This is an optimization exercise on Yosys and OpenROAD, whose aim is small area, a short achievable clock period and few clock cycles per item, not a production implementation.
At most, simulation tests tie the RTL to the original design; equivalence was not proved.

==> v29: inputs <==
Design arr_multiplier_pipe, start of the top module:
module arr_multiplier_pipe #(
  parameter int INPUT_BIT_SIZE = 32,
  parameter int STAGES         = 4
) (
  input  logic                          Clk,
  input  logic                          Reset,
  input  logic                          InValid,
  output logic                          InReady,
  input  logic [INPUT_BIT_SIZE-1:0]     InA,
  input  logic [INPUT_BIT_SIZE-1:0]     InB,
  input  logic                          Signed,
  output logic                          OutValid,
  input  logic                          OutReady,
  output logic [2*INPUT_BIT_SIZE-1:0]   Out
);
clock: 24.0 ns
lec_check: 0
abc_area: 1
cap_margin: 20
core_margin: 2
core_utilization: 40
cts_cluster_diameter: 100
cts_cluster_size: 25
slew_margin: 20
synth_hierarchical: 1
synth_minimum_keep_size: 0
standard.sh (not shown) runs the stock make flow with config.mk's settings and CLKGATE_MAP_FILE= SYNTH_SCRIPT=/design/flow/synth_recipe.tcl, a recipe that flattens the netlist after the stock synthesis.
==> flow/flow/run.sh <==
#!/bin/bash
# The standard layout (standard.sh), with three changes to how it is made:
#  - the input and output ports get sky130_fd_sc_hd__buf_2 buffers instead of the
#    buffer the resizer picks on its own (a slow delay cell);
#  - the resizer's timing repair aims for SETUP_SLACK_MARGIN ns of setup slack, so it
#    works on the paths that set the achieved period, not only on violations;
#  - clock tree synthesis adds no dummy loads (same clustering as config.mk).
# The clock period, SDC and every other setting are the standard flow's. The make output goes to
# standard.log; each ORFS step keeps its own log under orfs/logs/.
set -euo pipefail
export SETUP_SLACK_MARGIN=18.0
export BUFFER_PORTS_ARGS="-buffer_cell sky130_fd_sc_hd__buf_2"
export CTS_ARGS="-sink_clustering_enable -repair_clock_nets -dont_use_dummy_load -sink_clustering_size 25 -sink_clustering_max_diameter 100"
bash standard.sh > standard.log 2>&1
==> v9: changes against v29 <==
--- a/flow/design.v
+++ b/flow/design.v
@@ -28,18 +28,10 @@
   output logic o_c
 );
   assign o_s = i_a ^ i_b;
   assign o_c = i_a & i_b;
 endmodule
-module arr_mult_hold (
-  input  logic i_en,
-  input  logic i_d,
-  input  logic i_q,
-  output logic o_d
-);
-  assign o_d = i_en ? i_d : i_q;
-endmodule
 module arr_multiplier_pipe #(
   parameter int INPUT_BIT_SIZE = 32,
   parameter int STAGES         = 4
 ) (
   input  logic                          Clk,
@@ -54,40 +46,31 @@
   output logic [2*INPUT_BIT_SIZE-1:0]   Out
 );
   logic        en, o_en, q_vl, q_vl2;
   logic [63:0] q_q;
   logic        r_vl, o_vl;
-  logic        o_vl2;   
   logic        m_vl;
   logic [31:0] a;
   logic [31:0] b;
   logic        s;
   logic [63:0] prod, o_q;
   assign en      = !q_vl;
   assign o_en    = !o_vl || OutReady;
   assign InReady = !q_vl2;
-  logic [63:0] o_nxt;
-  logic [63:0] o_new;
-  assign o_new = q_vl ? q_q : prod;
-  for (genvar i = 0; i < 64; i++) begin : g_ohold
-    arr_mult_hold u_ohold (.i_en(o_en), .i_d(o_new[i]), .i_q(o_q[i]), .o_d(o_nxt[i]));
-  end
   always_ff @(posedge Clk or negedge Reset) begin
     if (!Reset) begin
       r_vl <= 1'b0;
       o_vl <= 1'b0;
-      o_vl2 <= 1'b0;
       m_vl <= 1'b0;
       q_vl <= 1'b0;
       q_vl2 <= 1'b0;
     end else begin
       if (en) begin
         r_vl <= InValid;
         m_vl <= r_vl;
       end
       if (o_en) o_vl <= q_vl || m_vl;
-      o_vl2 <= q_vl || m_vl || (o_vl && !OutReady);
       q_vl  <= !o_en && (q_vl || m_vl);
       q_vl2 <= (o_vl && !OutReady && q_vl) || (o_vl && !OutReady && m_vl);
     end
   end
   always_ff @(posedge Clk) begin
@@ -95,14 +78,14 @@
       a <= InA;
       b <= InB;
       s <= Signed;
     end
     if (!q_vl) q_q <= prod;
-    o_q <= o_nxt;
+    if (o_en) o_q <= q_vl ? q_q : prod;
   end
   assign Out      = o_q;
-  assign OutValid = o_vl2;
+  assign OutValid = o_vl;
   logic [32:0] a33;
   logic [33:0] b34;
   logic [15:0] bone, btwo, bneg;
   logic        b16;
   assign a33 = {s & a[31], a};
--- a/flow/flow/run.sh
+++ b/flow/flow/run.sh
@@ -8,7 +8,7 @@
 # The clock period, SDC and every other setting are the standard flow's. The make output goes to
 # standard.log; each ORFS step keeps its own log under orfs/logs/.
 set -euo pipefail
 export SETUP_SLACK_MARGIN=18.0
 export BUFFER_PORTS_ARGS="-buffer_cell sky130_fd_sc_hd__buf_2"
-export CTS_ARGS="-sink_clustering_enable -repair_clock_nets -dont_use_dummy_load -sink_clustering_size 25 -sink_clustering_max_diameter 100"
+export CTS_ARGS="-sink_clustering_enable -repair_clock_nets -dont_use_dummy_load -sink_clustering_size 25 -sink_clustering_max_diameter 100 -num_static_layers 1"
 bash standard.sh > standard.log 2>&1
- CORE_UTILIZATION: 40 -> 50
- PLACE_DENSITY: not set -> 0.65
==> v19: changes against v29 <==
--- a/flow/design.v
+++ b/flow/design.v
@@ -28,18 +28,10 @@
   output logic o_c
 );
   assign o_s = i_a ^ i_b;
   assign o_c = i_a & i_b;
 endmodule
-module arr_mult_hold (
-  input  logic i_en,
-  input  logic i_d,
-  input  logic i_q,
-  output logic o_d
-);
-  assign o_d = i_en ? i_d : i_q;
-endmodule
 module arr_multiplier_pipe #(
   parameter int INPUT_BIT_SIZE = 32,
   parameter int STAGES         = 4
 ) (
   input  logic                          Clk,
@@ -54,40 +46,31 @@
   output logic [2*INPUT_BIT_SIZE-1:0]   Out
 );
   logic        en, o_en, q_vl, q_vl2;
   logic [63:0] q_q;
   logic        r_vl, o_vl;
-  logic        o_vl2;   
   logic        m_vl;
   logic [31:0] a;
   logic [31:0] b;
   logic        s;
   logic [63:0] prod, o_q;
   assign en      = !q_vl;
   assign o_en    = !o_vl || OutReady;
   assign InReady = !q_vl2;
-  logic [63:0] o_nxt;
-  logic [63:0] o_new;
-  assign o_new = q_vl ? q_q : prod;
-  for (genvar i = 0; i < 64; i++) begin : g_ohold
-    arr_mult_hold u_ohold (.i_en(o_en), .i_d(o_new[i]), .i_q(o_q[i]), .o_d(o_nxt[i]));
-  end
   always_ff @(posedge Clk or negedge Reset) begin
     if (!Reset) begin
       r_vl <= 1'b0;
       o_vl <= 1'b0;
-      o_vl2 <= 1'b0;
       m_vl <= 1'b0;
       q_vl <= 1'b0;
       q_vl2 <= 1'b0;
     end else begin
       if (en) begin
         r_vl <= InValid;
         m_vl <= r_vl;
       end
       if (o_en) o_vl <= q_vl || m_vl;
-      o_vl2 <= q_vl || m_vl || (o_vl && !OutReady);
       q_vl  <= !o_en && (q_vl || m_vl);
       q_vl2 <= (o_vl && !OutReady && q_vl) || (o_vl && !OutReady && m_vl);
     end
   end
   always_ff @(posedge Clk) begin
@@ -95,14 +78,14 @@
       a <= InA;
       b <= InB;
       s <= Signed;
     end
     if (!q_vl) q_q <= prod;
-    o_q <= o_nxt;
+    if (o_en) o_q <= q_vl ? q_q : prod;
   end
   assign Out      = o_q;
-  assign OutValid = o_vl2;
+  assign OutValid = o_vl;
   logic [32:0] a33;
   logic [33:0] b34;
   logic [15:0] bone, btwo, bneg;
   logic        b16;
   assign a33 = {s & a[31], a};
==> flow/flow/run.sh (replaced) <==
#!/bin/bash
# The standard layout, with two changes to how it is made:
#  - the input and output ports get sky130_fd_sc_hd__buf_2 buffers instead of the
#    buffer the resizer picks on its own (a slow delay cell);
#  - the resizer's timing repair aims for SETUP_SLACK_MARGIN ns of setup slack, so it
#    works on the paths that set the achieved period, not only on violations.
# The clock period, SDC and every other setting are the standard flow's.
set -euo pipefail
export SETUP_SLACK_MARGIN=${SETUP_SLACK_MARGIN_OVERRIDE:-18.0}
export BUFFER_PORTS_ARGS="-buffer_cell sky130_fd_sc_hd__buf_2"
export CTS_ARGS="-sink_clustering_enable -repair_clock_nets -dont_use_dummy_load -sink_clustering_size 25 -sink_clustering_max_diameter 100"
bash standard.sh > standard.log 2>&1
==> qor summary <==
|  | v29 | v19 | v9 |
|---|---|---|---|
| Outcome | no timing/DRC/antenna violations | no timing/DRC/antenna violations | no timing/DRC/antenna violations |
| Number of flip-flops and latches | 288 | 287 | 287 |
| Clock transition at the registers of the reported paths | 60 ps | 90 ps | 100 ps |
| Clock buffer count | 21 | 18 | 16 |
| Post-Synth Simple-Gate Area | 0.0690 | 0.0487 | 0.0487 |
| Max-Slew Margin vs Limit | 0.357 | 0.416 | 0.296 |
| Register area | 7340 µm² | 7960 µm² | 7960 µm² |
| Row count | 102 | 101 | 90 |
| ClkCell Share | 0.0156 | 0.0136 | 0.0122 |
| Final Critical Period | 5900 ps | 6020 ps | 5920 ps |
| Total of flip-flops plus latches after synthesis | 288 | 287 | 287 |
| Routed met1 length | 40.8 mm | 43.7 mm | 39.5 mm |
| Worst setup endpoint | m_x38 | Out[6] | OutValid |
Testbench counts of v9, summed over its fixed seeds: cycles 12,024, items 12,000.
Testbench counts of v19, summed over its fixed seeds: cycles 12,024, items 12,000.
Only the layout flow was run in v29; the RTL was not checked for function there.

## what the ideal ports hide
The results above use ideal ports. As a check the final layouts listed here were re-extracted and re-timed, cells and wires unchanged.
Step 1, drivers: a clkbuf_16 drives Clk and a buf_2 each remaining input, both assumed.
Step 2 moves the port delays by t, midway between the first and last clock arrival at a register: inputs arrive t later, outputs are due t later. That takes back most of the time a late clock gives input paths.
a / b / c = ideal ports / drivers / drivers and shift; a / b = the first two.
| run | t (ns) | setup WS [ns] | worst hold slack (ns) | worst setup path at the end | pins driven straight from the clock port |
|---|---|---|---|---|---|
| v29 | 0.619 | 18.102 / 18.048 / 17.690 | 0.442 / 0.442 / 0.442 | input to register | 1 |
| v9 | 0.601 | 18.081 / 18.016 / 17.840 | 0.452 / 0.452 / 0.452 | input to register | 1 |
| v19 | 0.627 | 17.979 / 17.913 / 17.670 | 0.450 / 0.450 / 0.450 | input to register | 1 |
After both steps setup and hold are still met in every run listed. For v29, which loses most, drivers alone change the setup slack by -0.054 ns; drivers and shift together by -0.412 ns.
